Context: an optimization exercise on an open-source flow, tuned for small area. The choices shown serve that exercise and are no tape-out recipe.
Function was checked by simulation only, so behaviour that the tests miss may differ from the original.

Design sprite_quad_vertex_setup, start of the top module:
module sprite_quad_vertex_setup (
  input  logic               clk,
  input  logic               rst_n,
  input  logic               start,
  output logic               busy,
  input  logic               in_func,
  input  logic [11:0]        in_src_x,
  input  logic [11:0]        in_src_y,
  input  logic [12:0]        in_src_w,
  input  logic [12:0]        in_src_h,
  input  logic signed [15:0] in_dst_x,
  input  logic signed [15:0] in_dst_y,
  input  logic signed [15:0] in_dst_w,
  input  logic signed [15:0] in_dst_h,
  input  logic [31:0]        in_color_rgba,
  input  logic               cfg_valid,
  output logic               cfg_ready,
  input  logic [2:0]         cfg_index,
  input  logic [31:0]        cfg_data,
  output logic               out_strobe,
  output logic [1:0]         out_corner,
  output logic signed [20:0] out_screen_x,
  output logic signed [20:0] out_screen_y,
  output logic signed [17:0] out_tex_s,
  output logic signed [17:0] out_tex_t,
  output logic [7:0]         out_red,
  output logic [7:0]         out_green,
  output logic [7:0]         out_blue,
  output logic [7:0]         out_alpha,
  output logic               out_last
);
For scale: roughly 860 flip-flops, roughly 300 I/O pins.
export LEC_CHECK = 0
export CAP_MARGIN = 10
export CORE_MARGIN = 2
export CORE_UTILIZATION = 65
export CTS_BUF_LIST = sky130_fd_sc_hd__clkbuf_16
export CTS_CLUSTER_DIAMETER = 100
export CTS_CLUSTER_SIZE = 20
export PLACE_DENSITY = 0.75
export SLEW_MARGIN = 10
export SYNTH_HIERARCHICAL = 1
export SYNTH_MINIMUM_KEEP_SIZE = 0
create_clock -name core_clock -period 11.0 [get_ports {clk}]
standard.sh (not shown) runs the stock make flow with config.mk's settings and CLKGATE_MAP_FILE= SYNTH_SCRIPT=/design/flow/synth_recipe.tcl, a recipe that flattens the netlist after the stock synthesis.
==> flow/flow/run.sh <==
#!/bin/bash
# The standard layout (standard.sh), with one change: the port buffers that
# global placement adds to every input and output are buf_1 cells instead of the
# default delay buffer. The full make output goes to layout.log in the work folder.
set -euo pipefail
bash standard.sh "BUFFER_PORTS_ARGS=-buffer_cell sky130_fd_sc_hd__buf_1" finish > layout.log 2>&1
Then changed:
Settings changed: CAP_MARGIN 10 to 20, CORE_UTILIZATION 65 to 70, PLACE_DENSITY 0.75 to 0.8, SLEW_MARGIN 10 to 20.
=> The changed run went through all stages and came out clean. Setup slack improved by 0.045 ns. Synthesized cell count does not change. First-iteration DRC count went up by 15%. Utilization went up by 5.4 points. Critical path depth stays the same. Global-route usage went up by 2.6 points.

---

Starting RTL as in the previous note.
Design sprite_quad_vertex_setup, start of the top module:
module sprite_quad_vertex_setup (
  input  logic               clk,
  input  logic               rst_n,
  input  logic               start,
  output logic               busy,
  input  logic               in_func,
  input  logic [11:0]        in_src_x,
  input  logic [11:0]        in_src_y,
  input  logic [12:0]        in_src_w,
  input  logic [12:0]        in_src_h,
  input  logic signed [15:0] in_dst_x,
  input  logic signed [15:0] in_dst_y,
  input  logic signed [15:0] in_dst_w,
  input  logic signed [15:0] in_dst_h,
  input  logic [31:0]        in_color_rgba,
  input  logic               cfg_valid,
  output logic               cfg_ready,
  input  logic [2:0]         cfg_index,
  input  logic [31:0]        cfg_data,
  output logic               out_strobe,
  output logic [1:0]         out_corner,
  output logic signed [20:0] out_screen_x,
  output logic signed [20:0] out_screen_y,
  output logic signed [17:0] out_tex_s,
  output logic signed [17:0] out_tex_t,
  output logic [7:0]         out_red,
  output logic [7:0]         out_green,
  output logic [7:0]         out_blue,
  output logic [7:0]         out_alpha,
  output logic               out_last
);
Settings: LEC_CHECK=0, CAP_MARGIN=20, CORE_MARGIN=2, CORE_UTILIZATION=65, CTS_BUF_LIST=sky130_fd_sc_hd__clkbuf_16, CTS_CLUSTER_DIAMETER=100, CTS_CLUSTER_SIZE=20, PLACE_DENSITY=0.75, SLEW_MARGIN=20, SYNTH_HIERARCHICAL=1, SYNTH_MINIMUM_KEEP_SIZE=0; clock period 11.0 ns.
Scripts as last shown in full above: flow/flow/run.sh
==> next run, changes <==
- CTS_BUF_LIST: sky130_fd_sc_hd__clkbuf_16 -> default
- CTS_CLUSTER_DIAMETER: 100 -> default
- CTS_CLUSTER_SIZE: 20 -> default
After rerunning: Count of clock-buffer cells in the layout grows by 69; worst setup slack gets better by 0.020 ns.

-- what the ideal ports hide --
The flow's constraints put no driver on any port. The routed layouts listed below were extracted and timed again, unchanged, in two steps. Step 1 sets driving cells, clkbuf_16 on the clock port and buf_2 on the other inputs (assumed; they add their load-dependent delay and slew). Step 2, shift: input delay + t, output delay - t, t = (earliest + latest rising clock arrival at the registers) / 2. This alone moves slack from input paths to output paths. Slacks: ideal ports / drivers / drivers and shift; pairs: ideal ports / drivers.
| run | shift t [ns] | slack for setup (ns) | worst setup path after step 2 | pins driven straight from the clock port |
|---|---|---|---|---|
| the first run of note 1 | 0.764 | 0.509 / 0.509 / 0.285 | input to register | 1 |
| the second run of note 1 | 0.779 | 0.554 / 0.554 / 0.268 | input to register | 1 |
| the first run of note 2 | 0.764 | 0.544 / 0.544 / 0.282 | input to register | 1 |
| the second run of note 2 | 0.805 | 0.564 / 0.564 / 0.342 | input to register | 1 |
After both steps every run listed still meets setup and hold. For the second run of note 1, which loses most, drivers alone change the setup slack by 0.000 ns; drivers and shift together by -0.286 ns.
